Background: an optimization exercise with open tools, aiming at small area, a short achievable clock period and few clock cycles per item. Do not read the settings as production practice. RTL that was checked went through simulation tests only; none was proved equivalent to the original. For run 2, only the layout was checked, not whether the RTL still works. Power is estimated from default activity; no workload was simulated.

### design/flow/flow/run.sh
#!/bin/bash
# The standard layout, with plain buffers (sky130_fd_sc_hd__buf_1) on the
# ports instead of the delay cells buffer_ports picks by itself.
set -euo pipefail
export BUFFER_PORTS_ARGS="-buffer_cell sky130_fd_sc_hd__buf_1"
bash standard.sh > standard.log 2>&1
### design/flow/standard.sh
#!/bin/bash
# synth_recipe.tcl (not shown) runs the flow's synth.tcl, then flattens the netlist and writes it again
# the make line also repeats each setting of config.mk as NAME=value (left out here)
make -C /OpenROAD-flow-scripts/flow DESIGN_CONFIG=/design/flow/config.mk WORK_HOME=/design/flow/orfs CLKGATE_MAP_FILE= SYNTH_SCRIPT=/design/flow/synth_recipe.tcl "${@:-finish}"
### design/flow/config.mk
export PLATFORM = sky130hd
export DESIGN_NAME = cov_top
export DESIGN_NICKNAME = cov_top
export VERILOG_FILES = /design/flow/design.v
export SDC_FILE = /design/flow/constraint.sdc
export NUM_CORES = 4
export LEC_CHECK = 0
export ABC_AREA = 1
export CAP_MARGIN = 20
export CORE_MARGIN = 2
export CORE_UTILIZATION = 60
export CTS_BUF_LIST = sky130_fd_sc_hd__clkbuf_8
export SETUP_SLACK_MARGIN = 4.8
export SLEW_MARGIN = 20
export SYNTH_HIERARCHICAL = 1
### design/flow/constraint.sdc
create_clock -name core_clock -period 8.0 [get_ports {clk}]
set_input_delay 1.6000 -clock core_clock [delete_from_list [all_inputs] [get_ports {clk}]]
set_output_delay 1.6000 -clock core_clock [all_outputs]
set_load 0.01 [all_outputs]
### design/flow/design.v
`timescale 1ns/100ps
package cov_pkg;
    typedef enum logic [1:0] {
        OP_CLEAR  = 2'd0,    
        OP_MEAN   = 2'd1,    
        OP_SAMPLE = 2'd2,    
        OP_RSVD   = 2'd3     
    } cov_op_e;
endpackage
`timescale 1ns/100ps
module cov_add
#(
    parameter int W = 8
) (
    input  logic [W-1:0] a,
    input  logic [W-1:0] b,
    input  logic         cin,
    output logic [W-1:0] s
);
    localparam int L = $clog2(W);
    logic [W-1:0] g [L+1];
    logic [W-1:0] p [L+1];
    always_comb begin
        g[0] = a & b;
        p[0] = a ^ b;
        g[0][0] = (a[0] & b[0]) | (p[0][0] & cin);
        for (int l = 0; l < L; l++) begin
            for (int i = 0; i < W; i++) begin
                if (((i >> l) & 1) == 1) begin
                    g[l+1][i] = g[l][i] | (p[l][i] & g[l][((i >> l) << l) - 1]);
                    p[l+1][i] = p[l][i] & p[l][((i >> l) << l) - 1];
                end else begin
                    g[l+1][i] = g[l][i];
                    p[l+1][i] = p[l][i];
                end
            end
        end
        s = p[0] ^ {g[L][W-2:0], cin};
    end
endmodule
module cov_decode
(
    input  logic                  clk,
    input  logic                  arst_n,
    input  logic [33:0]           in_cmd,
    input  logic                  accept,
    output logic                  bad_cmd,
    output logic                  s_valid,    
    output logic                  s_start,    
    output logic                  s_last,     
    output logic signed [16:0]    s_dx,       
    output logic [7:0]            s_neg,      
    output logic [7:0]            s_one,
    output logic [7:0]            s_two,
    output logic                  last_take   
);
    logic [1:0]         op;
    logic [15:0]        x, y;
    logic [15:0]        mean_x;
    logic [2:0]         cnt;        
    logic               take;
    logic [16:0]        dx;
    logic [16:0]        yb;         
    assign op   = in_cmd[33:32];
    assign x    = in_cmd[31:16];
    assign y    = in_cmd[15:0];
    assign take = accept & (op == cov_pkg::OP_SAMPLE);
    assign last_take = take & (cnt == 3'd7);
    assign yb   = {y, 1'b0};
    cov_add #(.W(17)) i_sub (
        .a   ({x[15], x}),
        .b   (~{mean_x[15], mean_x}),
        .cin (1'b1),
        .s   (dx)
    );
    always_ff @(posedge clk or negedge arst_n) begin
        if (!arst_n) begin
            mean_x  <= '0;
            cnt     <= '0;
            bad_cmd <= 1'b0;
            s_valid <= 1'b0;
            s_start <= 1'b0;
        end else begin
            bad_cmd <= accept & (op == cov_pkg::OP_RSVD);
            s_valid <= take;
            s_start <= take & (cnt == 3'd0);
            if (accept & (op == cov_pkg::OP_MEAN)) mean_x <= x;
            if (accept & (op == cov_pkg::OP_CLEAR)) cnt <= '0;
            else if (take) cnt <= cnt + 3'd1;      
        end
    end
    always_ff @(posedge clk) begin
        s_last  <= (cnt == 3'd7);
        s_dx    <= dx;
        for (int j = 0; j < 8; j++) begin
            s_neg[j] <= take & yb[2*j+2];
            s_one[j] <= take & (yb[2*j+1] ^ yb[2*j]);
            s_two[j] <= take & ((yb[2*j+2] & ~yb[2*j+1] & ~yb[2*j]) | (~yb[2*j+2] & yb[2*j+1] & yb[2*j]));
        end
    end
endmodule
`timescale 1ns/100ps
module cov_execute
(
    input  logic                  clk,
    input  logic                  arst_n,
    input  logic                  s_valid,
    input  logic                  s_start,
    input  logic                  s_last,
    input  logic signed [16:0]    s_dx,
    input  logic [7:0]            s_neg,
    input  logic [7:0]            s_one,
    input  logic [7:0]            s_two,
    output logic [34:0]           acc_s,     
    output logic [34:0]           acc_c,
    output logic                  done       
);
    localparam logic [34:0] K8 = 35'h2aab00000;
    logic [34:0] base_s, base_c, rs, rc;
    assign base_s = s_start ? K8 : acc_s;
    assign base_c = s_start ? 35'd0 : acc_c;
    cov_mac i_mac (
        .b_neg (s_neg),
        .b_one (s_one),
        .b_two (s_two),
        .dx    (s_dx),
        .v     (s_valid),
        .a0    (base_s),
        .a1    (base_c),
        .rs    (rs),
        .rc    (rc)
    );
    always_ff @(posedge clk) begin
        acc_s <= rs;
        acc_c <= rc;
    end
    always_ff @(posedge clk or negedge arst_n) begin
        if (!arst_n) done <= 1'b0;
        else         done <= s_valid & s_last;
    end
endmodule
`timescale 1ns/100ps
module cov_mac (
    input  logic [7:0] b_neg, b_one, b_two,
    input  logic [16:0] dx,
    input  logic v,
    input  logic [34:0] a0,
    input  logic [34:0] a1,
    output logic [34:0] rs,
    output logic [34:0] rc
);
    wire pp1 = (b_one[0] & dx[0]) ^ b_neg[0];
    wire pp2 = ((b_one[0] & dx[1]) | (b_two[0] & dx[0])) ^ b_neg[0];
    wire pp3 = ((b_one[0] & dx[2]) | (b_two[0] & dx[1])) ^ b_neg[0];
    wire pp4 = ((b_one[0] & dx[3]) | (b_two[0] & dx[2])) ^ b_neg[0];
    wire pp5 = ((b_one[0] & dx[4]) | (b_two[0] & dx[3])) ^ b_neg[0];
    wire pp6 = ((b_one[0] & dx[5]) | (b_two[0] & dx[4])) ^ b_neg[0];
    wire pp7 = ((b_one[0] & dx[6]) | (b_two[0] & dx[5])) ^ b_neg[0];
    wire pp8 = ((b_one[0] & dx[7]) | (b_two[0] & dx[6])) ^ b_neg[0];
    wire pp9 = ((b_one[0] & dx[8]) | (b_two[0] & dx[7])) ^ b_neg[0];
    wire pp10 = ((b_one[0] & dx[9]) | (b_two[0] & dx[8])) ^ b_neg[0];
    wire pp11 = ((b_one[0] & dx[10]) | (b_two[0] & dx[9])) ^ b_neg[0];
    wire pp12 = ((b_one[0] & dx[11]) | (b_two[0] & dx[10])) ^ b_neg[0];
    wire pp13 = ((b_one[0] & dx[12]) | (b_two[0] & dx[11])) ^ b_neg[0];
    wire pp14 = ((b_one[0] & dx[13]) | (b_two[0] & dx[12])) ^ b_neg[0];
    wire pp15 = ((b_one[0] & dx[14]) | (b_two[0] & dx[13])) ^ b_neg[0];
    wire pp16 = ((b_one[0] & dx[15]) | (b_two[0] & dx[14])) ^ b_neg[0];
    wire pp17 = ((b_one[0] & dx[16]) | (b_two[0] & dx[15])) ^ b_neg[0];
    wire pp18 = ((b_one[0] & dx[16]) | (b_two[0] & dx[16])) ^ b_neg[0];
    wire ps19 = ~pp18 & v;
    wire pp20 = (b_one[1] & dx[0]) ^ b_neg[1];
    wire pp21 = ((b_one[1] & dx[1]) | (b_two[1] & dx[0])) ^ b_neg[1];
    wire pp22 = ((b_one[1] & dx[2]) | (b_two[1] & dx[1])) ^ b_neg[1];
    wire pp23 = ((b_one[1] & dx[3]) | (b_two[1] & dx[2])) ^ b_neg[1];
    wire pp24 = ((b_one[1] & dx[4]) | (b_two[1] & dx[3])) ^ b_neg[1];
    wire pp25 = ((b_one[1] & dx[5]) | (b_two[1] & dx[4])) ^ b_neg[1];
    wire pp26 = ((b_one[1] & dx[6]) | (b_two[1] & dx[5])) ^ b_neg[1];
    wire pp27 = ((b_one[1] & dx[7]) | (b_two[1] & dx[6])) ^ b_neg[1];
    wire pp28 = ((b_one[1] & dx[8]) | (b_two[1] & dx[7])) ^ b_neg[1];
    wire pp29 = ((b_one[1] & dx[9]) | (b_two[1] & dx[8])) ^ b_neg[1];
    wire pp30 = ((b_one[1] & dx[10]) | (b_two[1] & dx[9])) ^ b_neg[1];
    wire pp31 = ((b_one[1] & dx[11]) | (b_two[1] & dx[10])) ^ b_neg[1];
    wire pp32 = ((b_one[1] & dx[12]) | (b_two[1] & dx[11])) ^ b_neg[1];
    wire pp33 = ((b_one[1] & dx[13]) | (b_two[1] & dx[12])) ^ b_neg[1];
    wire pp34 = ((b_one[1] & dx[14]) | (b_two[1] & dx[13])) ^ b_neg[1];
    wire pp35 = ((b_one[1] & dx[15]) | (b_two[1] & dx[14])) ^ b_neg[1];
    wire pp36 = ((b_one[1] & dx[16]) | (b_two[1] & dx[15])) ^ b_neg[1];
    wire pp37 = ((b_one[1] & dx[16]) | (b_two[1] & dx[16])) ^ b_neg[1];
    wire ps38 = ~pp37 & v;
    wire pp39 = (b_one[2] & dx[0]) ^ b_neg[2];
    wire pp40 = ((b_one[2] & dx[1]) | (b_two[2] & dx[0])) ^ b_neg[2];
    wire pp41 = ((b_one[2] & dx[2]) | (b_two[2] & dx[1])) ^ b_neg[2];
    wire pp42 = ((b_one[2] & dx[3]) | (b_two[2] & dx[2])) ^ b_neg[2];
    wire pp43 = ((b_one[2] & dx[4]) | (b_two[2] & dx[3])) ^ b_neg[2];
    wire pp44 = ((b_one[2] & dx[5]) | (b_two[2] & dx[4])) ^ b_neg[2];
    wire pp45 = ((b_one[2] & dx[6]) | (b_two[2] & dx[5])) ^ b_neg[2];
    wire pp46 = ((b_one[2] & dx[7]) | (b_two[2] & dx[6])) ^ b_neg[2];
    wire pp47 = ((b_one[2] & dx[8]) | (b_two[2] & dx[7])) ^ b_neg[2];
    wire pp48 = ((b_one[2] & dx[9]) | (b_two[2] & dx[8])) ^ b_neg[2];
    wire pp49 = ((b_one[2] & dx[10]) | (b_two[2] & dx[9])) ^ b_neg[2];
    wire pp50 = ((b_one[2] & dx[11]) | (b_two[2] & dx[10])) ^ b_neg[2];
    wire pp51 = ((b_one[2] & dx[12]) | (b_two[2] & dx[11])) ^ b_neg[2];
    wire pp52 = ((b_one[2] & dx[13]) | (b_two[2] & dx[12])) ^ b_neg[2];
    wire pp53 = ((b_one[2] & dx[14]) | (b_two[2] & dx[13])) ^ b_neg[2];
    wire pp54 = ((b_one[2] & dx[15]) | (b_two[2] & dx[14])) ^ b_neg[2];
    wire pp55 = ((b_one[2] & dx[16]) | (b_two[2] & dx[15])) ^ b_neg[2];
    wire pp56 = ((b_one[2] & dx[16]) | (b_two[2] & dx[16])) ^ b_neg[2];
    wire ps57 = ~pp56 & v;
    wire pp58 = (b_one[3] & dx[0]) ^ b_neg[3];
    wire pp59 = ((b_one[3] & dx[1]) | (b_two[3] & dx[0])) ^ b_neg[3];
    wire pp60 = ((b_one[3] & dx[2]) | (b_two[3] & dx[1])) ^ b_neg[3];
    wire pp61 = ((b_one[3] & dx[3]) | (b_two[3] & dx[2])) ^ b_neg[3];
    wire pp62 = ((b_one[3] & dx[4]) | (b_two[3] & dx[3])) ^ b_neg[3];
    wire pp63 = ((b_one[3] & dx[5]) | (b_two[3] & dx[4])) ^ b_neg[3];
    wire pp64 = ((b_one[3] & dx[6]) | (b_two[3] & dx[5])) ^ b_neg[3];
    wire pp65 = ((b_one[3] & dx[7]) | (b_two[3] & dx[6])) ^ b_neg[3];
    wire pp66 = ((b_one[3] & dx[8]) | (b_two[3] & dx[7])) ^ b_neg[3];
    wire pp67 = ((b_one[3] & dx[9]) | (b_two[3] & dx[8])) ^ b_neg[3];
    wire pp68 = ((b_one[3] & dx[10]) | (b_two[3] & dx[9])) ^ b_neg[3];
    wire pp69 = ((b_one[3] & dx[11]) | (b_two[3] & dx[10])) ^ b_neg[3];
    wire pp70 = ((b_one[3] & dx[12]) | (b_two[3] & dx[11])) ^ b_neg[3];
    wire pp71 = ((b_one[3] & dx[13]) | (b_two[3] & dx[12])) ^ b_neg[3];
    wire pp72 = ((b_one[3] & dx[14]) | (b_two[3] & dx[13])) ^ b_neg[3];
    wire pp73 = ((b_one[3] & dx[15]) | (b_two[3] & dx[14])) ^ b_neg[3];
    wire pp74 = ((b_one[3] & dx[16]) | (b_two[3] & dx[15])) ^ b_neg[3];
    wire pp75 = ((b_one[3] & dx[16]) | (b_two[3] & dx[16])) ^ b_neg[3];
    wire ps76 = ~pp75 & v;
    wire pp77 = (b_one[4] & dx[0]) ^ b_neg[4];
    wire pp78 = ((b_one[4] & dx[1]) | (b_two[4] & dx[0])) ^ b_neg[4];
    wire pp79 = ((b_one[4] & dx[2]) | (b_two[4] & dx[1])) ^ b_neg[4];
    wire pp80 = ((b_one[4] & dx[3]) | (b_two[4] & dx[2])) ^ b_neg[4];
    wire pp81 = ((b_one[4] & dx[4]) | (b_two[4] & dx[3])) ^ b_neg[4];
    wire pp82 = ((b_one[4] & dx[5]) | (b_two[4] & dx[4])) ^ b_neg[4];
    wire pp83 = ((b_one[4] & dx[6]) | (b_two[4] & dx[5])) ^ b_neg[4];
    wire pp84 = ((b_one[4] & dx[7]) | (b_two[4] & dx[6])) ^ b_neg[4];
    wire pp85 = ((b_one[4] & dx[8]) | (b_two[4] & dx[7])) ^ b_neg[4];
    wire pp86 = ((b_one[4] & dx[9]) | (b_two[4] & dx[8])) ^ b_neg[4];
    wire pp87 = ((b_one[4] & dx[10]) | (b_two[4] & dx[9])) ^ b_neg[4];
    wire pp88 = ((b_one[4] & dx[11]) | (b_two[4] & dx[10])) ^ b_neg[4];
    wire pp89 = ((b_one[4] & dx[12]) | (b_two[4] & dx[11])) ^ b_neg[4];
    wire pp90 = ((b_one[4] & dx[13]) | (b_two[4] & dx[12])) ^ b_neg[4];
    wire pp91 = ((b_one[4] & dx[14]) | (b_two[4] & dx[13])) ^ b_neg[4];
    wire pp92 = ((b_one[4] & dx[15]) | (b_two[4] & dx[14])) ^ b_neg[4];
    wire pp93 = ((b_one[4] & dx[16]) | (b_two[4] & dx[15])) ^ b_neg[4];
    wire pp94 = ((b_one[4] & dx[16]) | (b_two[4] & dx[16])) ^ b_neg[4];
    wire ps95 = ~pp94 & v;
    wire pp96 = (b_one[5] & dx[0]) ^ b_neg[5];
    wire pp97 = ((b_one[5] & dx[1]) | (b_two[5] & dx[0])) ^ b_neg[5];
    wire pp98 = ((b_one[5] & dx[2]) | (b_two[5] & dx[1])) ^ b_neg[5];
    wire pp99 = ((b_one[5] & dx[3]) | (b_two[5] & dx[2])) ^ b_neg[5];
    wire pp100 = ((b_one[5] & dx[4]) | (b_two[5] & dx[3])) ^ b_neg[5];
    wire pp101 = ((b_one[5] & dx[5]) | (b_two[5] & dx[4])) ^ b_neg[5];
    wire pp102 = ((b_one[5] & dx[6]) | (b_two[5] & dx[5])) ^ b_neg[5];
    wire pp103 = ((b_one[5] & dx[7]) | (b_two[5] & dx[6])) ^ b_neg[5];
    wire pp104 = ((b_one[5] & dx[8]) | (b_two[5] & dx[7])) ^ b_neg[5];
    wire pp105 = ((b_one[5] & dx[9]) | (b_two[5] & dx[8])) ^ b_neg[5];
    wire pp106 = ((b_one[5] & dx[10]) | (b_two[5] & dx[9])) ^ b_neg[5];
    wire pp107 = ((b_one[5] & dx[11]) | (b_two[5] & dx[10])) ^ b_neg[5];
    wire pp108 = ((b_one[5] & dx[12]) | (b_two[5] & dx[11])) ^ b_neg[5];
    wire pp109 = ((b_one[5] & dx[13]) | (b_two[5] & dx[12])) ^ b_neg[5];
    wire pp110 = ((b_one[5] & dx[14]) | (b_two[5] & dx[13])) ^ b_neg[5];
    wire pp111 = ((b_one[5] & dx[15]) | (b_two[5] & dx[14])) ^ b_neg[5];
    wire pp112 = ((b_one[5] & dx[16]) | (b_two[5] & dx[15])) ^ b_neg[5];
    wire pp113 = ((b_one[5] & dx[16]) | (b_two[5] & dx[16])) ^ b_neg[5];
    wire ps114 = ~pp113 & v;
    wire pp115 = (b_one[6] & dx[0]) ^ b_neg[6];
    wire pp116 = ((b_one[6] & dx[1]) | (b_two[6] & dx[0])) ^ b_neg[6];
    wire pp117 = ((b_one[6] & dx[2]) | (b_two[6] & dx[1])) ^ b_neg[6];
    wire pp118 = ((b_one[6] & dx[3]) | (b_two[6] & dx[2])) ^ b_neg[6];
    wire pp119 = ((b_one[6] & dx[4]) | (b_two[6] & dx[3])) ^ b_neg[6];
    wire pp120 = ((b_one[6] & dx[5]) | (b_two[6] & dx[4])) ^ b_neg[6];
    wire pp121 = ((b_one[6] & dx[6]) | (b_two[6] & dx[5])) ^ b_neg[6];
    wire pp122 = ((b_one[6] & dx[7]) | (b_two[6] & dx[6])) ^ b_neg[6];
    wire pp123 = ((b_one[6] & dx[8]) | (b_two[6] & dx[7])) ^ b_neg[6];
    wire pp124 = ((b_one[6] & dx[9]) | (b_two[6] & dx[8])) ^ b_neg[6];
    wire pp125 = ((b_one[6] & dx[10]) | (b_two[6] & dx[9])) ^ b_neg[6];
    wire pp126 = ((b_one[6] & dx[11]) | (b_two[6] & dx[10])) ^ b_neg[6];
    wire pp127 = ((b_one[6] & dx[12]) | (b_two[6] & dx[11])) ^ b_neg[6];
    wire pp128 = ((b_one[6] & dx[13]) | (b_two[6] & dx[12])) ^ b_neg[6];
    wire pp129 = ((b_one[6] & dx[14]) | (b_two[6] & dx[13])) ^ b_neg[6];
    wire pp130 = ((b_one[6] & dx[15]) | (b_two[6] & dx[14])) ^ b_neg[6];
    wire pp131 = ((b_one[6] & dx[16]) | (b_two[6] & dx[15])) ^ b_neg[6];
    wire pp132 = ((b_one[6] & dx[16]) | (b_two[6] & dx[16])) ^ b_neg[6];
    wire ps133 = ~pp132 & v;
    wire pp134 = (b_one[7] & dx[0]) ^ b_neg[7];
    wire pp135 = ((b_one[7] & dx[1]) | (b_two[7] & dx[0])) ^ b_neg[7];
    wire pp136 = ((b_one[7] & dx[2]) | (b_two[7] & dx[1])) ^ b_neg[7];
    wire pp137 = ((b_one[7] & dx[3]) | (b_two[7] & dx[2])) ^ b_neg[7];
    wire pp138 = ((b_one[7] & dx[4]) | (b_two[7] & dx[3])) ^ b_neg[7];
    wire pp139 = ((b_one[7] & dx[5]) | (b_two[7] & dx[4])) ^ b_neg[7];
    wire pp140 = ((b_one[7] & dx[6]) | (b_two[7] & dx[5])) ^ b_neg[7];
    wire pp141 = ((b_one[7] & dx[7]) | (b_two[7] & dx[6])) ^ b_neg[7];
    wire pp142 = ((b_one[7] & dx[8]) | (b_two[7] & dx[7])) ^ b_neg[7];
    wire pp143 = ((b_one[7] & dx[9]) | (b_two[7] & dx[8])) ^ b_neg[7];
    wire pp144 = ((b_one[7] & dx[10]) | (b_two[7] & dx[9])) ^ b_neg[7];
    wire pp145 = ((b_one[7] & dx[11]) | (b_two[7] & dx[10])) ^ b_neg[7];
    wire pp146 = ((b_one[7] & dx[12]) | (b_two[7] & dx[11])) ^ b_neg[7];
    wire pp147 = ((b_one[7] & dx[13]) | (b_two[7] & dx[12])) ^ b_neg[7];
    wire pp148 = ((b_one[7] & dx[14]) | (b_two[7] & dx[13])) ^ b_neg[7];
    wire pp149 = ((b_one[7] & dx[15]) | (b_two[7] & dx[14])) ^ b_neg[7];
    wire pp150 = ((b_one[7] & dx[16]) | (b_two[7] & dx[15])) ^ b_neg[7];
    wire pp151 = ((b_one[7] & dx[16]) | (b_two[7] & dx[16])) ^ b_neg[7];
    wire ps152 = ~pp151 & v;
    wire s153, c154;
    cov_ha u_s153 (.a(b_neg[6]), .b(a0[12]), .s(s153), .co(c154));
    wire s155, c156;
    cov_ha u_s155 (.a(a0[13]), .b(a1[13]), .s(s155), .co(c156));
    wire s157, c158;
    cov_fa u_s157 (.a(b_neg[7]), .b(a0[14]), .c(a1[14]), .s(s157), .co(c158));
    wire s159, c160;
    cov_ha u_s159 (.a(pp15), .b(pp32), .s(s159), .co(c160));
    wire s161, c162;
    cov_fa u_s161 (.a(a0[15]), .b(a1[15]), .c(pp16), .s(s161), .co(c162));
    wire s163, c164;
    cov_ha u_s163 (.a(pp33), .b(pp50), .s(s163), .co(c164));
    wire s165, c166;
    cov_fa u_s165 (.a(a0[16]), .b(a1[16]), .c(pp17), .s(s165), .co(c166));
    wire s167, c168;
    cov_ha u_s167 (.a(pp34), .b(pp51), .s(s167), .co(c168));
    wire s169, c170;
    cov_fa u_s169 (.a(a0[17]), .b(a1[17]), .c(pp35), .s(s169), .co(c170));
    wire s171, c172;
    cov_ha u_s171 (.a(pp52), .b(pp69), .s(s171), .co(c172));
    wire s173, c174;
    cov_fa u_s173 (.a(a0[18]), .b(a1[18]), .c(pp36), .s(s173), .co(c174));
    wire s175, c176;
    cov_ha u_s175 (.a(a0[19]), .b(a1[19]), .s(s175), .co(c176));
    wire s177, c178;
    cov_ha u_s177 (.a(b_neg[3]), .b(a0[6]), .s(s177), .co(c178));
    wire s179, c180;
    cov_ha u_s179 (.a(a0[7]), .b(a1[7]), .s(s179), .co(c180));
    wire s181, c182;
    cov_fa u_s181 (.a(b_neg[4]), .b(a0[8]), .c(a1[8]), .s(s181), .co(c182));
    wire s183, c184;
    cov_ha u_s183 (.a(pp9), .b(pp26), .s(s183), .co(c184));
    wire s185, c186;
    cov_fa u_s185 (.a(a0[9]), .b(a1[9]), .c(pp10), .s(s185), .co(c186));
    wire s187, c188;
    cov_ha u_s187 (.a(pp27), .b(pp44), .s(s187), .co(c188));
    wire s189, c190;
    cov_fa u_s189 (.a(b_neg[5]), .b(a0[10]), .c(a1[10]), .s(s189), .co(c190));
    wire s191, c192;
    cov_fa u_s191 (.a(pp11), .b(pp28), .c(pp45), .s(s191), .co(c192));
    wire s193, c194;
    cov_ha u_s193 (.a(pp62), .b(pp79), .s(s193), .co(c194));
    wire s195, c196;
    cov_fa u_s195 (.a(a0[11]), .b(a1[11]), .c(pp12), .s(s195), .co(c196));
    wire s197, c198;
    cov_fa u_s197 (.a(pp29), .b(pp46), .c(pp63), .s(s197), .co(c198));
    wire s199, c200;
    cov_ha u_s199 (.a(pp80), .b(pp97), .s(s199), .co(c200));
    wire s201, c202;
    cov_fa u_s201 (.a(a1[12]), .b(pp13), .c(pp30), .s(s201), .co(c202));
    wire s203, c204;
    cov_fa u_s203 (.a(pp47), .b(pp64), .c(pp81), .s(s203), .co(c204));
    wire s205, c206;
    cov_fa u_s205 (.a(pp98), .b(pp115), .c(s153), .s(s205), .co(c206));
    wire s207, c208;
    cov_fa u_s207 (.a(c154), .b(pp14), .c(pp31), .s(s207), .co(c208));
    wire s209, c210;
    cov_fa u_s209 (.a(pp48), .b(pp65), .c(pp82), .s(s209), .co(c210));
    wire s211, c212;
    cov_fa u_s211 (.a(pp99), .b(pp116), .c(s155), .s(s211), .co(c212));
    wire s213, c214;
    cov_fa u_s213 (.a(c156), .b(pp49), .c(pp66), .s(s213), .co(c214));
    wire s215, c216;
    cov_fa u_s215 (.a(pp83), .b(pp100), .c(pp117), .s(s215), .co(c216));
    wire s217, c218;
    cov_fa u_s217 (.a(pp134), .b(s157), .c(s159), .s(s217), .co(c218));
    wire s219, c220;
    cov_fa u_s219 (.a(pp67), .b(pp84), .c(pp101), .s(s219), .co(c220));
    wire s221, c222;
    cov_fa u_s221 (.a(pp118), .b(pp135), .c(c158), .s(s221), .co(c222));
    wire s223, c224;
    cov_fa u_s223 (.a(c160), .b(s163), .c(s161), .s(s223), .co(c224));
    wire s225, c226;
    cov_fa u_s225 (.a(pp68), .b(pp85), .c(pp102), .s(s225), .co(c226));
    wire s227, c228;
    cov_fa u_s227 (.a(pp119), .b(pp136), .c(c164), .s(s227), .co(c228));
    wire s229, c230;
    cov_fa u_s229 (.a(s167), .b(c162), .c(s165), .s(s229), .co(c230));
    wire s231, c232;
    cov_fa u_s231 (.a(pp86), .b(pp103), .c(pp120), .s(s231), .co(c232));
    wire s233, c234;
    cov_fa u_s233 (.a(pp137), .b(ps19), .c(c168), .s(s233), .co(c234));
    wire s235, c236;
    cov_fa u_s235 (.a(s171), .b(c166), .c(s169), .s(s235), .co(c236));
    wire s237, c238;
    cov_fa u_s237 (.a(pp53), .b(pp70), .c(pp87), .s(s237), .co(c238));
    wire s239, c240;
    cov_fa u_s239 (.a(pp104), .b(pp121), .c(pp138), .s(s239), .co(c240));
    wire s241, c242;
    cov_fa u_s241 (.a(c172), .b(c170), .c(s173), .s(s241), .co(c242));
    wire s243, c244;
    cov_fa u_s243 (.a(pp54), .b(pp71), .c(pp88), .s(s243), .co(c244));
    wire s245, c246;
    cov_fa u_s245 (.a(pp105), .b(pp122), .c(pp139), .s(s245), .co(c246));
    wire s247, c248;
    cov_fa u_s247 (.a(s175), .b(ps38), .c(c174), .s(s247), .co(c248));
    wire s249, c250;
    cov_fa u_s249 (.a(a0[20]), .b(a1[20]), .c(c176), .s(s249), .co(c250));
    wire s251, c252;
    cov_fa u_s251 (.a(pp55), .b(pp72), .c(pp89), .s(s251), .co(c252));
    wire s253, c254;
    cov_fa u_s253 (.a(pp106), .b(pp123), .c(pp140), .s(s253), .co(c254));
    wire s255, c256;
    cov_fa u_s255 (.a(a0[21]), .b(a1[21]), .c(pp73), .s(s255), .co(c256));
    wire s257, c258;
    cov_fa u_s257 (.a(pp90), .b(pp107), .c(pp124), .s(s257), .co(c258));
    wire s259, c260;
    cov_ha u_s259 (.a(pp141), .b(ps57), .s(s259), .co(c260));
    wire s261, c262;
    cov_fa u_s261 (.a(a0[22]), .b(a1[22]), .c(pp74), .s(s261), .co(c262));
    wire s263, c264;
    cov_fa u_s263 (.a(pp91), .b(pp108), .c(pp125), .s(s263), .co(c264));
    wire s265, c266;
    cov_fa u_s265 (.a(a0[23]), .b(a1[23]), .c(pp92), .s(s265), .co(c266));
    wire s267, c268;
    cov_ha u_s267 (.a(pp109), .b(pp126), .s(s267), .co(c268));
    wire s269, c270;
    cov_fa u_s269 (.a(a0[24]), .b(a1[24]), .c(pp93), .s(s269), .co(c270));
    wire s271, c272;
    cov_ha u_s271 (.a(a0[25]), .b(a1[25]), .s(s271), .co(c272));
    wire s273, c274;
    cov_ha u_s273 (.a(b_neg[1]), .b(a0[2]), .s(s273), .co(c274));
    wire s275, c276;
    cov_ha u_s275 (.a(a0[3]), .b(a1[3]), .s(s275), .co(c276));
    wire s277, c278;
    cov_fa u_s277 (.a(b_neg[2]), .b(a0[4]), .c(a1[4]), .s(s277), .co(c278));
    wire s279, c280;
    cov_ha u_s279 (.a(pp5), .b(pp22), .s(s279), .co(c280));
    wire s281, c282;
    cov_fa u_s281 (.a(a0[5]), .b(a1[5]), .c(pp6), .s(s281), .co(c282));
    wire s283, c284;
    cov_ha u_s283 (.a(pp23), .b(pp40), .s(s283), .co(c284));
    wire s285, c286;
    cov_fa u_s285 (.a(a1[6]), .b(pp7), .c(pp24), .s(s285), .co(c286));
    wire s287, c288;
    cov_fa u_s287 (.a(pp41), .b(pp58), .c(s177), .s(s287), .co(c288));
    wire s289, c290;
    cov_fa u_s289 (.a(c178), .b(pp8), .c(pp25), .s(s289), .co(c290));
    wire s291, c292;
    cov_fa u_s291 (.a(pp42), .b(pp59), .c(s179), .s(s291), .co(c292));
    wire s293, c294;
    cov_fa u_s293 (.a(c180), .b(pp43), .c(pp60), .s(s293), .co(c294));
    wire s295, c296;
    cov_fa u_s295 (.a(pp77), .b(s181), .c(s183), .s(s295), .co(c296));
    wire s297, c298;
    cov_fa u_s297 (.a(pp61), .b(pp78), .c(c182), .s(s297), .co(c298));
    wire s299, c300;
    cov_fa u_s299 (.a(c184), .b(s187), .c(s185), .s(s299), .co(c300));
    wire s301, c302;
    cov_fa u_s301 (.a(pp96), .b(c188), .c(s189), .s(s301), .co(c302));
    wire s303, c304;
    cov_fa u_s303 (.a(s193), .b(c186), .c(s191), .s(s303), .co(c304));
    wire s305, c306;
    cov_fa u_s305 (.a(c190), .b(c194), .c(s199), .s(s305), .co(c306));
    wire s307, c308;
    cov_fa u_s307 (.a(c192), .b(s195), .c(s197), .s(s307), .co(c308));
    wire s309, c310;
    cov_fa u_s309 (.a(c200), .b(c196), .c(c198), .s(s309), .co(c310));
    wire s311, c312;
    cov_fa u_s311 (.a(s201), .b(s203), .c(s205), .s(s311), .co(c312));
    wire s313, c314;
    cov_fa u_s313 (.a(c202), .b(c204), .c(c206), .s(s313), .co(c314));
    wire s315, c316;
    cov_fa u_s315 (.a(s207), .b(s209), .c(s211), .s(s315), .co(c316));
    wire s317, c318;
    cov_fa u_s317 (.a(c208), .b(c210), .c(c212), .s(s317), .co(c318));
    wire s319, c320;
    cov_fa u_s319 (.a(s213), .b(s215), .c(s217), .s(s319), .co(c320));
    wire s321, c322;
    cov_fa u_s321 (.a(c214), .b(c216), .c(s219), .s(s321), .co(c322));
    wire s323, c324;
    cov_fa u_s323 (.a(s221), .b(c218), .c(s223), .s(s323), .co(c324));
    wire s325, c326;
    cov_fa u_s325 (.a(c220), .b(s225), .c(c222), .s(s325), .co(c326));
    wire s327, c328;
    cov_fa u_s327 (.a(s227), .b(c224), .c(s229), .s(s327), .co(c328));
    wire s329, c330;
    cov_fa u_s329 (.a(c226), .b(s231), .c(c228), .s(s329), .co(c330));
    wire s331, c332;
    cov_fa u_s331 (.a(s233), .b(c230), .c(s235), .s(s331), .co(c332));
    wire s333, c334;
    cov_fa u_s333 (.a(c232), .b(s237), .c(s239), .s(s333), .co(c334));
    wire s335, c336;
    cov_fa u_s335 (.a(c234), .b(c236), .c(s241), .s(s335), .co(c336));
    wire s337, c338;
    cov_fa u_s337 (.a(c238), .b(c240), .c(s243), .s(s337), .co(c338));
    wire s339, c340;
    cov_fa u_s339 (.a(s245), .b(s247), .c(c242), .s(s339), .co(c340));
    wire s341, c342;
    cov_fa u_s341 (.a(c244), .b(c246), .c(s249), .s(s341), .co(c342));
    wire s343, c344;
    cov_fa u_s343 (.a(s251), .b(s253), .c(c248), .s(s343), .co(c344));
    wire s345, c346;
    cov_fa u_s345 (.a(c250), .b(s259), .c(c252), .s(s345), .co(c346));
    wire s347, c348;
    cov_fa u_s347 (.a(c254), .b(s255), .c(s257), .s(s347), .co(c348));
    wire s349, c350;
    cov_fa u_s349 (.a(pp142), .b(c260), .c(c256), .s(s349), .co(c350));
    wire s351, c352;
    cov_fa u_s351 (.a(c258), .b(s261), .c(s263), .s(s351), .co(c352));
    wire s353, c354;
    cov_fa u_s353 (.a(pp143), .b(ps76), .c(s267), .s(s353), .co(c354));
    wire s355, c356;
    cov_fa u_s355 (.a(c262), .b(c264), .c(s265), .s(s355), .co(c356));
    wire s357, c358;
    cov_fa u_s357 (.a(pp110), .b(pp127), .c(pp144), .s(s357), .co(c358));
    wire s359, c360;
    cov_fa u_s359 (.a(c268), .b(c266), .c(s269), .s(s359), .co(c360));
    wire s361, c362;
    cov_fa u_s361 (.a(pp111), .b(pp128), .c(pp145), .s(s361), .co(c362));
    wire s363, c364;
    cov_fa u_s363 (.a(s271), .b(ps95), .c(c270), .s(s363), .co(c364));
    wire s365, c366;
    cov_fa u_s365 (.a(a0[26]), .b(a1[26]), .c(c272), .s(s365), .co(c366));
    wire s367, c368;
    cov_fa u_s367 (.a(pp112), .b(pp129), .c(pp146), .s(s367), .co(c368));
    wire s369, c370;
    cov_fa u_s369 (.a(a0[27]), .b(a1[27]), .c(pp130), .s(s369), .co(c370));
    wire s371, c372;
    cov_ha u_s371 (.a(pp147), .b(ps114), .s(s371), .co(c372));
    wire s373, c374;
    cov_fa u_s373 (.a(a0[28]), .b(a1[28]), .c(pp131), .s(s373), .co(c374));
    wire s375, c376;
    cov_ha u_s375 (.a(a0[29]), .b(a1[29]), .s(s375), .co(c376));
    wire s377, c378;
    cov_ha u_s377 (.a(b_neg[0]), .b(a0[0]), .s(s377), .co(c378));
    wire s379, c380;
    cov_ha u_s379 (.a(a0[1]), .b(a1[1]), .s(s379), .co(c380));
    wire s381, c382;
    cov_fa u_s381 (.a(a1[2]), .b(pp3), .c(pp20), .s(s381), .co(c382));
    wire s383, c384;
    cov_fa u_s383 (.a(c274), .b(pp4), .c(pp21), .s(s383), .co(c384));
    wire s385, c386;
    cov_fa u_s385 (.a(c276), .b(pp39), .c(s277), .s(s385), .co(c386));
    wire s387, c388;
    cov_fa u_s387 (.a(c278), .b(c280), .c(s283), .s(s387), .co(c388));
    wire s389, c390;
    cov_fa u_s389 (.a(c284), .b(c282), .c(s285), .s(s389), .co(c390));
    wire s391, c392;
    cov_fa u_s391 (.a(c286), .b(c288), .c(s289), .s(s391), .co(c392));
    wire s393, c394;
    cov_fa u_s393 (.a(c290), .b(c292), .c(s293), .s(s393), .co(c394));
    wire s395, c396;
    cov_fa u_s395 (.a(c294), .b(s297), .c(c296), .s(s395), .co(c396));
    wire s397, c398;
    cov_fa u_s397 (.a(c298), .b(s301), .c(c300), .s(s397), .co(c398));
    wire s399, c400;
    cov_fa u_s399 (.a(c302), .b(s305), .c(c304), .s(s399), .co(c400));
    wire s401, c402;
    cov_fa u_s401 (.a(c306), .b(s309), .c(c308), .s(s401), .co(c402));
    wire s403, c404;
    cov_fa u_s403 (.a(c310), .b(s313), .c(c312), .s(s403), .co(c404));
    wire s405, c406;
    cov_fa u_s405 (.a(c314), .b(s317), .c(c316), .s(s405), .co(c406));
    wire s407, c408;
    cov_fa u_s407 (.a(c318), .b(s321), .c(c320), .s(s407), .co(c408));
    wire s409, c410;
    cov_fa u_s409 (.a(c322), .b(s325), .c(c324), .s(s409), .co(c410));
    wire s411, c412;
    cov_fa u_s411 (.a(c326), .b(s329), .c(c328), .s(s411), .co(c412));
    wire s413, c414;
    cov_fa u_s413 (.a(c330), .b(s333), .c(c332), .s(s413), .co(c414));
    wire s415, c416;
    cov_fa u_s415 (.a(c334), .b(s337), .c(s339), .s(s415), .co(c416));
    wire s417, c418;
    cov_fa u_s417 (.a(c338), .b(s341), .c(s343), .s(s417), .co(c418));
    wire s419, c420;
    cov_fa u_s419 (.a(c342), .b(s345), .c(s347), .s(s419), .co(c420));
    wire s421, c422;
    cov_fa u_s421 (.a(c346), .b(s349), .c(c348), .s(s421), .co(c422));
    wire s423, c424;
    cov_fa u_s423 (.a(s353), .b(c350), .c(c352), .s(s423), .co(c424));
    wire s425, c426;
    cov_fa u_s425 (.a(s357), .b(c354), .c(c356), .s(s425), .co(c426));
    wire s427, c428;
    cov_fa u_s427 (.a(c358), .b(s361), .c(s363), .s(s427), .co(c428));
    wire s429, c430;
    cov_fa u_s429 (.a(c362), .b(s365), .c(s367), .s(s429), .co(c430));
    wire s431, c432;
    cov_fa u_s431 (.a(c366), .b(s371), .c(c368), .s(s431), .co(c432));
    wire s433, c434;
    cov_fa u_s433 (.a(pp148), .b(c372), .c(c370), .s(s433), .co(c434));
    wire s435, c436;
    cov_fa u_s435 (.a(pp149), .b(s375), .c(ps133), .s(s435), .co(c436));
    wire s437, c438;
    cov_fa u_s437 (.a(a0[30]), .b(a1[30]), .c(c376), .s(s437), .co(c438));
    wire s439, c440;
    cov_ha u_s439 (.a(a0[31]), .b(a1[31]), .s(s439), .co(c440));
    wire s441, c442;
    cov_ha u_s441 (.a(a1[0]), .b(pp1), .s(s441), .co(c442));
    wire s443, c444;
    cov_fa u_s443 (.a(c378), .b(pp2), .c(s379), .s(s443), .co(c444));
    wire s445, c446;
    cov_fa u_s445 (.a(c380), .b(s273), .c(s381), .s(s445), .co(c446));
    wire s447, c448;
    cov_fa u_s447 (.a(s275), .b(c382), .c(s383), .s(s447), .co(c448));
    wire s449, c450;
    cov_fa u_s449 (.a(s279), .b(c384), .c(s385), .s(s449), .co(c450));
    wire s451, c452;
    cov_fa u_s451 (.a(s281), .b(c386), .c(s387), .s(s451), .co(c452));
    wire s453, c454;
    cov_fa u_s453 (.a(s287), .b(c388), .c(s389), .s(s453), .co(c454));
    wire s455, c456;
    cov_fa u_s455 (.a(s291), .b(c390), .c(s391), .s(s455), .co(c456));
    wire s457, c458;
    cov_fa u_s457 (.a(s295), .b(c392), .c(s393), .s(s457), .co(c458));
    wire s459, c460;
    cov_fa u_s459 (.a(c394), .b(s299), .c(s395), .s(s459), .co(c460));
    wire s461, c462;
    cov_fa u_s461 (.a(s303), .b(c396), .c(s397), .s(s461), .co(c462));
    wire s463, c464;
    cov_fa u_s463 (.a(s307), .b(c398), .c(s399), .s(s463), .co(c464));
    wire s465, c466;
    cov_fa u_s465 (.a(s311), .b(c400), .c(s401), .s(s465), .co(c466));
    wire s467, c468;
    cov_fa u_s467 (.a(s315), .b(c402), .c(s403), .s(s467), .co(c468));
    wire s469, c470;
    cov_fa u_s469 (.a(s319), .b(c404), .c(s405), .s(s469), .co(c470));
    wire s471, c472;
    cov_fa u_s471 (.a(c406), .b(s323), .c(s407), .s(s471), .co(c472));
    wire s473, c474;
    cov_fa u_s473 (.a(s327), .b(c408), .c(s409), .s(s473), .co(c474));
    wire s475, c476;
    cov_fa u_s475 (.a(s331), .b(c410), .c(s411), .s(s475), .co(c476));
    wire s477, c478;
    cov_fa u_s477 (.a(s335), .b(c412), .c(s413), .s(s477), .co(c478));
    wire s479, c480;
    cov_fa u_s479 (.a(c336), .b(c414), .c(s415), .s(s479), .co(c480));
    wire s481, c482;
    cov_fa u_s481 (.a(c340), .b(s417), .c(c416), .s(s481), .co(c482));
    wire s483, c484;
    cov_fa u_s483 (.a(c344), .b(s419), .c(c418), .s(s483), .co(c484));
    wire s485, c486;
    cov_fa u_s485 (.a(s351), .b(s421), .c(c420), .s(s485), .co(c486));
    wire s487, c488;
    cov_fa u_s487 (.a(s355), .b(c422), .c(s423), .s(s487), .co(c488));
    wire s489, c490;
    cov_fa u_s489 (.a(s359), .b(c424), .c(s425), .s(s489), .co(c490));
    wire s491, c492;
    cov_fa u_s491 (.a(c360), .b(c426), .c(s427), .s(s491), .co(c492));
    wire s493, c494;
    cov_fa u_s493 (.a(c364), .b(s429), .c(c428), .s(s493), .co(c494));
    wire s495, c496;
    cov_fa u_s495 (.a(s369), .b(s431), .c(c430), .s(s495), .co(c496));
    wire s497, c498;
    cov_fa u_s497 (.a(s373), .b(c432), .c(s433), .s(s497), .co(c498));
    wire s499, c500;
    cov_fa u_s499 (.a(c374), .b(s435), .c(c434), .s(s499), .co(c500));
    wire s501, c502;
    cov_fa u_s501 (.a(pp150), .b(s437), .c(c436), .s(s501), .co(c502));
    wire s503, c504;
    cov_fa u_s503 (.a(s439), .b(ps152), .c(c438), .s(s503), .co(c504));
    wire s505, c506;
    cov_fa u_s505 (.a(a0[32]), .b(a1[32]), .c(c440), .s(s505), .co(c506));
    wire s507, c508;
    cov_ha u_s507 (.a(a0[33]), .b(a1[33]), .s(s507), .co(c508));
    wire s509, c510;
    cov_ha u_s509 (.a(a0[34]), .b(a1[34]), .s(s509), .co(c510));
    assign rs = {s509, s507, s505, s503, s501, s499, s497, s495, s493, s491, s489, s487, s485, s483, s481, s479, s477, s475, s473, s471, s469, s467, s465, s463, s461, s459, s457, s455, s453, s451, s449, s447, s445, s443, s377};
    assign rc = {c508, c506, c504, c502, c500, c498, c496, c494, c492, c490, c488, c486, c484, c482, c480, c478, c476, c474, c472, c470, c468, c466, c464, c462, c460, c458, c456, c454, c452, c450, c448, c446, c444, c442, s441};
endmodule
module cov_fa (input logic a, input logic b, input logic c, output logic s, output logic co);
    assign s  = a ^ b ^ c;
    assign co = (a & b) | (a & c) | (b & c);
endmodule
module cov_ha (input logic a, input logic b, output logic s, output logic co);
    assign s  = a ^ b;
    assign co = a & b;
endmodule
`timescale 1ns/100ps
module cov_result
(
    input  logic                  clk,
    input  logic                  arst_n,
    input  logic [34:0]           acc_s,     
    input  logic [34:0]           acc_c,
    input  logic                  done,      
    input  logic                  fill,      
    output logic [32:0]           cov,
    output logic                  out_valid,
    input  logic                  out_ready,
    output logic                  hold       
);
    localparam int KD    = 3;               
    localparam int STEPS = 12 / KD;
    typedef enum logic [1:0] {
        S_IDLE = 2'd0,
        S_DIV  = 2'd1,
        S_INC  = 2'd2,
        S_OUT  = 2'd3
    } div_state_e;
    function automatic logic [5:0] dstep(input logic [2:0] r, input logic [2:0] d);
        logic [2:0] q, n;
        q[2] = (r[2]) | (r[1] & r[0] & d[2]);
        q[1] = (r[1] & ~r[0]) | (r[1] & ~d[2]) | (r[2] & r[0] & d[1]) | (r[2] & r[0] & d[2]) | (~r[1] & r[0] & d[2] & d[1]);
        q[0] = (~r[2] & r[0] & ~d[2]) | (r[2] & ~r[0] & d[2]) | (r[0] & ~d[2] & ~d[1]) | (r[2] & r[1] & d[1]) | (r[1] & ~r[0] & d[2] & d[1]) | (~r[2] & ~r[1] & r[0] & ~d[1]) | (r[2] & r[1] & d[0]) | (r[2] & ~r[0] & d[1] & d[0]) | (~r[0] & d[2] & d[1] & d[0]) | (r[1] & ~r[0] & d[2] & d[0]);
        n[2] = (~r[2] & ~r[1] & d[2] & ~d[1]) | (~r[2] & r[1] & ~d[2] & d[1]) | (r[2] & ~r[1] & ~d[2] & ~d[1]) | (r[2] & d[2] & d[1] & d[0]) | (r[2] & r[0] & d[2] & d[1]) | (r[2] & ~d[2] & ~d[1] & ~d[0]) | (r[2] & r[1] & d[2] & d[1]) | (r[2] & r[1] & d[2] & d[0]) | (r[1] & r[0] & ~d[2] & d[0]) | (~r[2] & ~r[0] & d[2] & ~d[1] & ~d[0]) | (~r[2] & r[0] & ~d[2] & d[1] & d[0]) | (~r[2] & ~r[1] & ~r[0] & d[2] & ~d[0]) | (r[2] & ~r[1] & ~r[0] & ~d[2] & ~d[0]);
        n[1] = (r[1] & ~r[0] & ~d[1] & ~d[0]) | (~r[1] & ~r[0] & d[1] & ~d[0]) | (~r[1] & r[0] & ~d[1] & d[0]) | (r[1] & d[2] & d[1] & d[0]) | (r[2] & r[0] & d[2] & ~d[1]) | (r[2] & r[1] & d[1] & d[0]) | (r[1] & r[0] & d[2] & d[1]) | (r[1] & ~d[2] & ~d[1] & ~d[0]) | (r[1] & r[0] & d[1] & d[0]) | (~r[2] & ~r[1] & ~r[0] & ~d[2] & d[1]) | (~r[2] & r[1] & ~r[0] & ~d[2] & ~d[1]) | (r[2] & ~r[1] & d[2] & ~d[1] & d[0]) | (~r[2] & ~r[1] & ~d[2] & d[1] & ~d[0]);
        n[0] = (~r[2] & ~r[0] & ~d[2] & d[0]) | (~r[2] & r[0] & ~d[2] & ~d[0]) | (r[2] & ~r[0] & d[2] & ~d[0]) | (r[0] & d[2] & d[1] & d[0]) | (r[2] & r[0] & d[1] & d[0]) | (r[0] & ~d[2] & ~d[1] & ~d[0]) | (r[2] & r[1] & d[1] & ~d[0]) | (r[2] & r[0] & d[2] & d[0]) | (r[1] & r[0] & d[2] & d[0]) | (~r[2] & ~r[1] & r[0] & ~d[1] & ~d[0]) | (~r[2] & ~r[1] & ~r[0] & ~d[1] & d[0]) | (r[1] & ~r[0] & d[2] & d[1] & ~d[0]) | (~r[1] & ~r[0] & ~d[2] & ~d[1] & d[0]);
        dstep = {q, n};
    endfunction
    div_state_e       state, state_next;
    logic [1:0]       step;
    logic [35:0]      w;          
    logic [2:0]       r;          
    logic             neg;        
    logic [3*KD-1:0]  qd;         
    logic [2:0]       rq;         
    logic [34:0]      sum;
    logic [32:0]      w_inc;
    logic             pend;       
    logic             load;
    logic             pend_next;
    logic             up;         
    cov_add #(.W(35)) i_cpa (.a(acc_s), .b(acc_c), .cin(1'b0), .s(sum));
    always_comb begin
        logic [2:0] rr;
        rr = r;
        for (int j = 0; j < KD; j++) begin
            {qd[3*KD-1-3*j -: 3], rr} = dstep(rr, w[35-3*j -: 3]);
        end
        rq = rr;
    end
    always_comb begin
        logic [8:0] ga;       
        logic       pre;      
        logic       in;       
        for (int g = 0; g < 9; g++) ga[g] = &w[4*g +: 4];
        for (int i = 0; i < 33; i++) begin
            pre = 1'b1;
            for (int g = 0; g < i / 4; g++) pre = pre & ga[g];
            in = 1'b1;
            for (int k = 4 * (i / 4); k < i; k++) in = in & w[k];
            w_inc[i] = w[i] ^ (pre & in);
        end
    end
    assign up        = r != 3'd0;       
    assign load      = (pend | done) & (state == S_IDLE);
    assign pend_next = (pend | done) & ~load;
    always_comb begin
        state_next = state;
        unique case (state)
            S_DIV:   if (step == 2'(STEPS - 1)) state_next = neg ? S_INC : S_OUT;
            S_INC:   state_next = S_OUT;
            S_OUT:   if (out_ready) state_next = S_IDLE;
            default: state_next = S_IDLE;
        endcase
        if (load) state_next = S_DIV;
    end
    always_ff @(posedge clk or negedge arst_n) begin
        if (!arst_n) begin
            state     <= S_IDLE;
            step      <= '0;
            pend      <= 1'b0;
            out_valid <= 1'b0;
            hold      <= 1'b0;
        end else begin
            state     <= state_next;
            step      <= (state == S_DIV) ? step + 2'd1 : 2'd0;
            pend      <= pend_next;
            out_valid <= (state_next == S_OUT);
            hold      <= (state_next != S_IDLE) & (pend_next | fill);
        end
    end
    always_ff @(posedge clk) begin
        unique case (state)
            S_IDLE: begin
                w   <= {sum[34], sum};
                r   <= sum[34] ? 3'd6 : 3'd0;
                neg <= sum[34];
            end
            S_DIV: begin
                w   <= {w[35-3*KD:0], qd};
                r   <= rq;
            end
            S_INC:   if (up) w[32:0] <= w_inc;
            default: ;
        endcase
    end
    assign cov = w[32:0];
endmodule
`timescale 1ns/100ps
module cov_top
#(
    parameter int NUM_SAMPLES = 8
) (
    input  logic        clk,
    input  logic        arst_n,
    input  logic [33:0] in_cmd,      
    input  logic        in_valid,
    output logic        in_ready,
    output logic [63:0] out_res,     
    output logic        out_valid,
    input  logic        out_ready,
    output logic        bad_cmd      
);
    logic               accept;
    logic               hold;
    logic               s_valid, s_start, s_last;
    logic signed [16:0] s_dx;
    logic [7:0]         s_neg, s_one, s_two;
    logic               last_take;
    logic [34:0]        acc_s, acc_c;
    logic               done;
    logic [32:0]        cov;
    logic               fill;
    assign in_ready = ~hold;
    assign accept   = in_valid & ~hold;
    assign fill     = last_take | (s_valid & s_last);
    cov_decode i_decode (
        .clk       (clk),
        .arst_n    (arst_n),
        .in_cmd    (in_cmd),
        .accept    (accept),
        .bad_cmd   (bad_cmd),
        .s_valid   (s_valid),
        .s_start   (s_start),
        .s_last    (s_last),
        .s_dx      (s_dx),
        .s_neg     (s_neg),
        .s_one     (s_one),
        .s_two     (s_two),
        .last_take (last_take)
    );
    cov_execute i_execute (
        .clk     (clk),
        .arst_n  (arst_n),
        .s_valid (s_valid),
        .s_start (s_start),
        .s_last  (s_last),
        .s_dx    (s_dx),
        .s_neg   (s_neg),
        .s_one   (s_one),
        .s_two   (s_two),
        .acc_s   (acc_s),
        .acc_c   (acc_c),
        .done    (done)
    );
    cov_result i_result (
        .clk       (clk),
        .arst_n    (arst_n),
        .acc_s     (acc_s),
        .acc_c     (acc_c),
        .done      (done),
        .fill      (fill),
        .cov       (cov),
        .out_valid (out_valid),
        .out_ready (out_ready),
        .hold      (hold)
    );
    assign out_res = {{15{cov[32]}}, cov, 16'(NUM_SAMPLES)};
endmodule
==> key figures, run 1 <==
Status
  • Status: complete, no violations

Routing
  • Vias after detailed routing: 14300
  • Post-route ant nets: 0
  • Drt pass-1 iters: 5
  • Average wire per standard cell: 15.9 um
  • DR DRC count: 0
  • Via/cell ratio: 5.16
  • Starting DRT DRC Count: around 940
  • Total wire length: 44.1 mm

Power and ir drop
  • Pint: approximately 0.0031 W
  • Lkg Pwr: 10.5 nW
  • Sequential share of power: 0.292
  • Clk network pwr share: 0.100
  • Pwr Total: between 0.006 and 0.007 W
  • NetSw: between 0.003 and 0.004 W
  • PD cells: roughly 340 nW/um2
  • Comb pwr share: 0.607
  • Peak supply drop: between 150 and 200 uV
  • Sw frac: 0.513

Clock tree
  • Reg clk slew, reported paths: roughly 0.10 ns
  • H-tree depth: 4
  • Worst-Skew Late Latency: 0.50 ns
  • Bufs on Longest Clock Path: 2
  • CTS tree: built
  • Clock sink total: approximately 180
  • Clock Root Buffer: clkbuf_8
  • CTS buffer count: 17

Critical path
  • Worst r2r src: i_result.w[0]
  • Kind of cell adding the most delay to the critical path: simple AND/OR/NAND/NOR gates
  • Worst Path Arrival: approximately 3.4 ns
  • Worst path cell trace: ha_2 > and3_4 > nand3_2 > nor2_4 > nand3_4 > nor4_4 > nand2_2 > inv_1 > nand4_1 > nor2_2 > nand4_1 > nor4_2 > ha_1 > a21oi_1 > a21oi_1
  • CP Max Fanout: 4
  • FF-to-FF End: i_result.w[28]
  • WS Path Type: reg -> reg
  • Setup crit end kind: flip-flop
  • WP data required: slightly above 8 ns
  • CP max stage cell: edfxtp_1
  • Worst-case reg-to-reg path depth: 15
  • Crit. path cell count: 15
  • CP Launch Type: flip-flop
  • Buf+Inv Stages, Crit Path: 1
  • Reg2reg setup slack: 4.85 ns
  • Crit path largest cell delay: slightly below 0.4 ns

Die
  • Total core area: between 30000 and 40000 um2
  • DIE HEIGHT: around 180 um
  • Core Rows: 65
  • Die area: around 33000 um2
  • Initial Utilization: 0.604
  • Die Width: 182 um
  • Top Ports: 105

Timing
  • Hold slack: between 0.4 and 0.5 ns
  • Final Max Tran Viols: 0
  • Relative slew slack: 0.334
  • Worst Clk Skew: between 0.015 and 0.02 ns
  • Setup tns final: 0 ns
  • Worst-margin pin slew: approximately 1 ns
  • Setup violations, final: 0
  • RSZ-0062 raised after global routing: true
  • Fmax: between 300 and 400 MHz
  • Number of failing hold endpoints at the final stage: 0
  • Minimum clock period: 3.15 ns
  • Final worst-path cycle share: 0.394

Finish
  • Area Overhead vs Synth: -1.10%
  • Cell area after layout: ~19000 um2
  • Antenna Cells: 0
  • Nets: between 2000 and 3000
  • Commonest non-fill, non-tap cell in the layout: nand2_1
  • Most frequent cells in the layout: nand2_1, inv_1, nor2_1
  • Layout cell share with drive strength beyond 1: 0.0843

GRT
  • Total GRT Usage: 0.277
  • Grt total ovfl: 0
  • Largest net degree at the start of global routing: 64
  • Initial antenna violation count: 0
  • Number of global-route vias before repair: 13700
  • First-pass GRT wire length: a little over 70 mm

Placement
  • Placed inst area: 17900 um2
  • GP Congestion: a little over 0.9
  • PortBufs: a little under 90
  • DP Wirelength: between 30 and 40 mm

Worst hold path
  • Hold depth: 2
  • Min-delay src: i_decode.s_last
  • Worst hold endpoint: i_execute.done
  • Worst Hold Class: reg -> reg

Logic synthesis
  • Register area share after synthesis: 0.222
  • Mapped Cells: between 2000 and 2500
  • Yosys reg bits: 182
  • Syn_area_per_cell: 7.70 um2
  • Ys flop type: dfxtp_1
  • YS warnings: 15
  • FFs w/ async S/R, synth: 0.165
  • Netlist cell types: 50
  • Post-synth EDFFs: 40
  • Synth Cell Area: approximately 19000 um2

Job
  • Max-Cap Viols: 0
## power groups by stage
stage	Sequential (W)	Combinational [W]	Clock (W)
2_1_floorplan	0.00155	0.00396	0
3_3_place_gp	0.00191	0.00369	0
3_5_place_dp	0.00191	0.00377	0
4_1_cts	0.00189	0.00382	0.000671
5_1_grt	0.00192	0.00450	0.000703
6_report	0.00188	0.00390	0.000645
## modules after synthesis, one instance, submodules excluded, excerpt
module / cells inside / copies in the design / flops+latches
cov_decode: 241 / 1 / 64
cov_execute: 221 / 1 / 71
cov_fa: 1 / 151 / 0
cov_ha: 1 / 28 / 0
cov_mac: 721 / 1 / 0
cov_result: 630 / 1 / 47
cov_top: 39 / 1 / 0
## synthesized netlist by cell type (24+ instances only)
library cell / n / area share
nand2_1: 754 / 0.15
o21ai_0: 26 / 0.0069
nand3_1: 83 / 0.022
xor2_1: 148 / 0.069
nor2_1: 204 / 0.040
dfxtp_1: 112 / 0.12
buf_6: 53 / 0.032
inv_1: 272 / 0.054
xnor2_1: 24 / 0.011
ha_1: 92 / 0.061
a21oi_1: 112 / 0.030
buf_4: 177 / 0.070
fa_1: 163 / 0.17
edfxtp_1: 40 / 0.064
dfrtp_1: 30 / 0.040
## how the worst max path moves through the flow
| stage | from | endpoint | slack, ns |
|---|---|---|---|
| 2_1_floorplan | i_decode.s_dx[16] | i_execute.acc_s[19] | 4.74 |
| 3_3_place_gp | i_decode.s_neg[1] | i_execute.acc_s[19] | 4.43 |
| 3_5_place_dp | i_decode.s_neg[1] | i_execute.acc_s[19] | 4.36 |
| 4_1_cts | i_decode.s_start | i_execute.acc_s[19] | 4.73 |
| 5_1_grt | i_result.w[0] | i_result.w[28] | 4.74 |
| 6_report | i_result.w[0] | i_result.w[28] | 4.85 |
## repair_timing
item / 4_1_cts / 5_1_grt
hold buffers: 0 / 0
resized for setup: 42 / 36
cloned: 0 / 2
buffers inserted: 3 / 21
pin swaps: 0 / 8
setup endpoints to repair: 48 / 24
## layout make-up
| cell class | count | area, um2 |
|---|---|---|
| multi-input cells | 1755 | 11800 |
| clock inverters | 12 | 119 |
| flip-flops and latches | 182 | 4300 |
| clock buffers | 20 | 275 |
| inverters | 280 | 1060 |
| well taps | 402 | 503 |
| fillers | 2972 | 12600 |
| repair buffers | 124 | 651 |
## per-stage QoR
stage	util	setup slack (ns)	std cells
finish	0.597	4.85	2775
global placement	0.571	4.43	2717
CTS	0.587	4.73	2752
floorplan	-	4.74	2470
global route	0.597	4.74	2775
detailed placement	0.571	4.36	2717
## tightest hold or removal path, stage by stage (launching register included)
cell and delay [ns]:
dfxtp_1 0.32, nand2_1 0.05, inv_1 0.03
## flip-flops by register name, summed over array words and instances, names as in the netlist
register            count
i_result.pend           1
i_decode.cnt            3
i_result.hold           1
i_decode.s_two          8
i_execute.done          1
i_execute.acc_s        35
i_decode.s_dx          17
i_result.state          2
i_decode.s_last         1
i_decode.s_valid        1
i_result.out_valid      1
i_result.step           2
i_decode.s_neg          8
i_result.r              3
i_decode.bad_cmd        1
i_result.w             36
i_execute.acc_c        35
i_decode.s_one          8
i_decode.s_start        1
i_result.neg            1
i_decode.mean_x        16
## cells by family after synthesis
logic type                 count (synthesis)  share of synthesized area
xor gates and xnor gates                 172                     0.0796
adders and majority gates                255                      0.233
and+or+nand+nor                         1126                      0.247
DFF                                      182                      0.222
buffers and inverters                    533                      0.163
other                                      4                   0.000794
AOI/OAI and AO/OA                        184                     0.0548
## layer usage
| layer | vias to the layer above | track usage | share of wire |
|---|---|---|---|
| li1 | 7146 | - | - |
| met1 | 6659 | 0.394 | 0.47 |
| met2 | 485 | 0.438 | 0.46 |
| met3 | 42 | 0.0435 | 0.059 |
| met4 | 0 | 0.0836 | 0.017 |
| met5 | - | 0 | 0 |
Testbench counts, summed over its fixed seeds: cycles 2,768, results 320.
==> inputs of run 2 (changes only) <==
--- a/design/flow/design.v
+++ b/design/flow/design.v
@@ -61,18 +61,32 @@
     logic               take;
     logic [16:0]        dx;
     logic [16:0]        yb;         
+    function automatic logic [16:0] add17(input logic [16:0] a, input logic [16:0] b, input logic cin);
+        logic [16:0] g, p, gn, pn;
+        g = a & b;
+        p = a ^ b;
+        g[0] = (a[0] & b[0]) | (p[0] & cin);
+        for (int l = 0; l < 5; l++) begin
+            gn = g;
+            pn = p;
+            for (int i = 0; i < 17; i++) begin
+                if (((i >> l) & 1) == 1) begin
+                    gn[i] = g[i] | (p[i] & g[((i >> l) << l) - 1]);
+                    pn[i] = p[i] & p[((i >> l) << l) - 1];
+                end
+            end
+            g = gn;
+            p = pn;
+        end
+        add17 = (a ^ b) ^ {g[15:0], cin};
+    endfunction
     assign op   = in_cmd[33:32];
     assign x    = in_cmd[31:16];
     assign y    = in_cmd[15:0];
     assign take = accept & (op == cov_pkg::OP_SAMPLE);
     assign last_take = take & (cnt == 3'd7);
     assign yb   = {y, 1'b0};
-    cov_add #(.W(17)) i_sub (
-        .a   ({x[15], x}),
-        .b   (~{mean_x[15], mean_x}),
-        .cin (1'b1),
-        .s   (dx)
-    );
+    assign dx = add17({x[15], x}, ~{mean_x[15], mean_x}, 1'b1);
     always_ff @(posedge clk or negedge arst_n) begin
         if (!arst_n) begin
             mean_x  <= '0;
==> design/flow/flow/run.sh (replaced) <==
#!/bin/bash
# The standard layout, with plain buffers (sky130_fd_sc_hd__buf_2) on the
# ports instead of the delay cells buffer_ports picks by itself.
set -euo pipefail
export BUFFER_PORTS_ARGS="-buffer_cell sky130_fd_sc_hd__buf_2"
bash standard.sh > standard.log 2>&1
==> key figures, run 2 <==
Critical path
  • CP Launch Type: flip-flop
  • WS Path Type: reg -> reg
  • Reg2reg setup slack: 4.75 ns (-0.10 ns)
  • Buf+Inv Stages, Crit Path: 1 (unchanged)
  • Crit. Startpoint: i_result.w[1]
  • Crit. path cell count: 15 (unchanged)
  • Crit path to: i_result.w[28]
  • Kind of cell adding the most delay to the critical path: simple AND/OR/NAND/NOR gates
  • CP Max Fanout: 4 (unchanged)

Timing
  • Relative slew slack: 0.333 (-0.00112)
  • Final worst-path cycle share: 0.406 (+0.0125)
  • Worst-margin pin slew: 1.00 ns (+0.00169 ns)
  • Fmax: 308 MHz (-3.1%)
  • Number of failing hold endpoints at the final stage: 0 (unchanged)
  • Worst Clk Skew: 0.0183 ns (+0.00202 ns)
  • Setup tns final: 0 ns (unchanged)
  • Final Max Tran Viols: 0 (unchanged)
  • RSZ-0062 raised after global routing: true
  • Hold slack: 0.432 ns (+0.00404 ns)

Die
  • Top Ports: 105 (unchanged)
  • Initial Utilization: 0.608 (+0.00419)
  • Die area: 32400 um2 (-1.8%)
  • DIE HEIGHT: 180 um (-0.93%)

Logic synthesis
  • Synth Cell Area: 18600 um2 (-1.9%)
  • Post-synth top cells: nand2_1, inv_1, nor2_1
  • Ys flop type: dfxtp_1
  • YS warnings: 12 (-3)
  • Register area share after synthesis: 0.226 (+0.00426)
  • Yosys reg bits: 182 (unchanged)
  • Post-synth EDFFs: 40 (unchanged)
  • Mapped Cells: 2398 (-2.4%)
  • Top-area cell type share of the netlist area: 0.175 (+0.00224)
  • FFs w/ async S/R, synth: 0.165 (unchanged)

Routing
  • Met2 wire len: 21.4 mm (+6.4%)
  • Wl on met1: 20.2 mm (-2.3%)
  • Drt pass-1 iters: 5 (unchanged)
  • DR top layer: met4
  • Met3 Routed Length: 2.13 mm (-18%)
  • Post-route ant nets: 0 (unchanged)
  • Vias after detailed routing: 14300 (-0.42%)
  • Starting DRT DRC Count: 942 (+0.64%)

Placement
  • Placed inst area: 17700 um2 (-1.3%)
  • PortBufs: 88 (unchanged)
  • GP Congestion: 0.903 (-0.89%)
  • Place WS: 4.48 ns (+0.121 ns)
  • DP Wirelength: 34.0 mm (+0.25%)

Finish
  • Area of the multi-input gates: 11600 um2 (-1.6%)
  • Top reg by flops: i_result.w
  • Reg area: 4280 um2 (-0.41%)
  • Cell area after layout: 18700 um2 (-0.17%)
  • Nets: 2619 (-1.3%)
  • Biggest regs: i_result.w (36), i_execute.acc_c (35), i_execute.acc_s (35)
  • Antenna Cells: 0 (unchanged)
  • Commonest non-fill, non-tap cell in the layout: nand2_1

Clock tree
  • CTS buffer count: 17 (unchanged)
  • Reg clk slew, reported paths: 0.11 ns (about the same)
  • Bufs on Longest Clock Path: 2 (unchanged)
  • Hold-fix buffers at CTS: 0 (unchanged)
  • Worst-Skew Late Latency: 0.51 ns (about the same)

Power and ir drop
  • Comb pwr share: 0.625 (+0.018)
  • Lkg Pwr: 10.5 nW (+0.64%)
  • Sw frac: 0.517 (+0.00323)
  • Peak supply drop: 194 uV (+10%)
  • Sequential share of power: 0.282 (-0.010)
  • Clk network pwr share: 0.093 (-0.007)

Status
  • Status: complete, no violations

Worst hold path
  • Worst Hold Class: reg -> reg

GRT
  • Initial antenna violation count: 0 (unchanged)
  • Grt total ovfl: 0 (unchanged)
  • Number of global-route vias before repair: 13800 (+0.24%)

Job
  • Max-Cap Viols: 0 (unchanged)
==> run 2: cell count changes in the layout (fill, tap and decap cells not counted), moves of 16 or more <==
cell	previous run	this run
a21oi_1	111	128
buf_1	87	0
buf_2	0	91
buf_4	31	47
inv_1	270	235
nand2_1	753	707
nor2_2	9	27
==> run 2: area by class of cell <==
type | instances | area share
inverters | 248 | 0.0503
flip-flops and latches | 182 | 0.229
multi-input cells | 1729 | 0.622
clock buffers | 18 | 0.0133
clock inverters | 14 | 0.00703
well taps | 396 | 0.0265
repair buffers | 148 | 0.0519
==> run 2: how the worst min path moves through the flow <==
stage | start | to | slack [ns] | depth (start not counted)
2_1_floorplan | i_decode.s_last | i_execute.done | 0.40 | 2
3_3_place_gp | i_decode.s_last | i_execute.done | 0.41 | 2
3_5_place_dp | i_decode.s_last | i_execute.done | 0.42 | 2
4_1_cts | i_decode.s_last | i_execute.done | 0.43 | 2
5_1_grt | i_result.step[0] | i_result.step[0] | 0.47 | 1
6_report | i_decode.s_last | i_execute.done | 0.43 | 2
==> run 2: timing repair <==
| item | in CTS | in global routing |
|---|---|---|
| setup endpoints to repair | 46 | 25 |
| pin swaps | 0 | 16 |
| buffers inserted | 2 | 45 |
| cloned | 1 | 1 |
| resized for setup | 46 | 45 |
==> run 2: kinds of logic after synthesis <==
logic type | synth area share
adder cells (fa/ha/maj) | 0.237
XOR/XNOR | 0.0779
AO/OA/AOI/OAI | 0.0562
other | 0.000607
buffers and inverters | 0.159
AND/OR/NAND/NOR | 0.243
flip-flops | 0.226
==> run 2: power by group through the flow <==
| stage | Sequential, W | Combinational (W) | Clock (W) |
|---|---|---|---|
| after detailed placement | 0.00191 | 0.00399 | 0 |
| after global placement | 0.00191 | 0.00389 | 0 |
| after floorplan | 0.00156 | 0.00413 | 0 |
| after CTS | 0.00189 | 0.00403 | 0.000643 |
| final | 0.00189 | 0.00420 | 0.000626 |
| after global routing | 0.00194 | 0.00482 | 0.000678 |
==> run 2: routing by layer <==
metal	track usage	vias to the layer above
met5	0	-
met4	0.0979	0
met3	0.0336	74
met2	0.467	437
met1	0.381	6689
li1	-	7072
==> run 2: worst register-to-register path: cells and delay by family (launching register included) <==
family | cells | cell delay [ns]
AND/OR/NAND/NOR | 10 | 1.79
adder cells (fa/ha/maj) | 2 | 0.53
buffers and inverters | 1 | 0.08
flip-flops | 1 | 0.41
AO/OA/AOI/OAI | 2 | 0.20
==> run 2: per-module statistics from Yosys (local to each module, per instance), excerpt <==
module / copies in the design / cells / cell area (um2) / flops+latches
cov_ha: 28 / 1 / 12.5 / 0
cov_mac: 1 / 721 / 4140 / 0
cov_decode: 1 / 328 / 2820 / 64
cov_execute: 1 / 221 / 2040 / 71
cov_fa: 151 / 1 / 20.0 / 0
cov_result: 1 / 630 / 4250 / 47
cov_top: 1 / 39 / 265 / 0
==> run 2: metrics by stage <==
step | utilization | std cells
2_1_floorplan | - | 2412
3_3_place_gp | 0.578 | 2653
3_5_place_dp | 0.579 | 2654
4_1_cts | 0.596 | 2689
5_1_grt | 0.612 | 2735
6_report | 0.612 | 2735

Re-timed with assumed drivers on the ports (clkbuf_16 on the clock, buf_2 on other inputs), run 2 has 4.749 ns of setup slack against 4.749 ns with ideal ports, and 4.574 ns once port delays also move by the mid clock arrival of 0.548 ns.
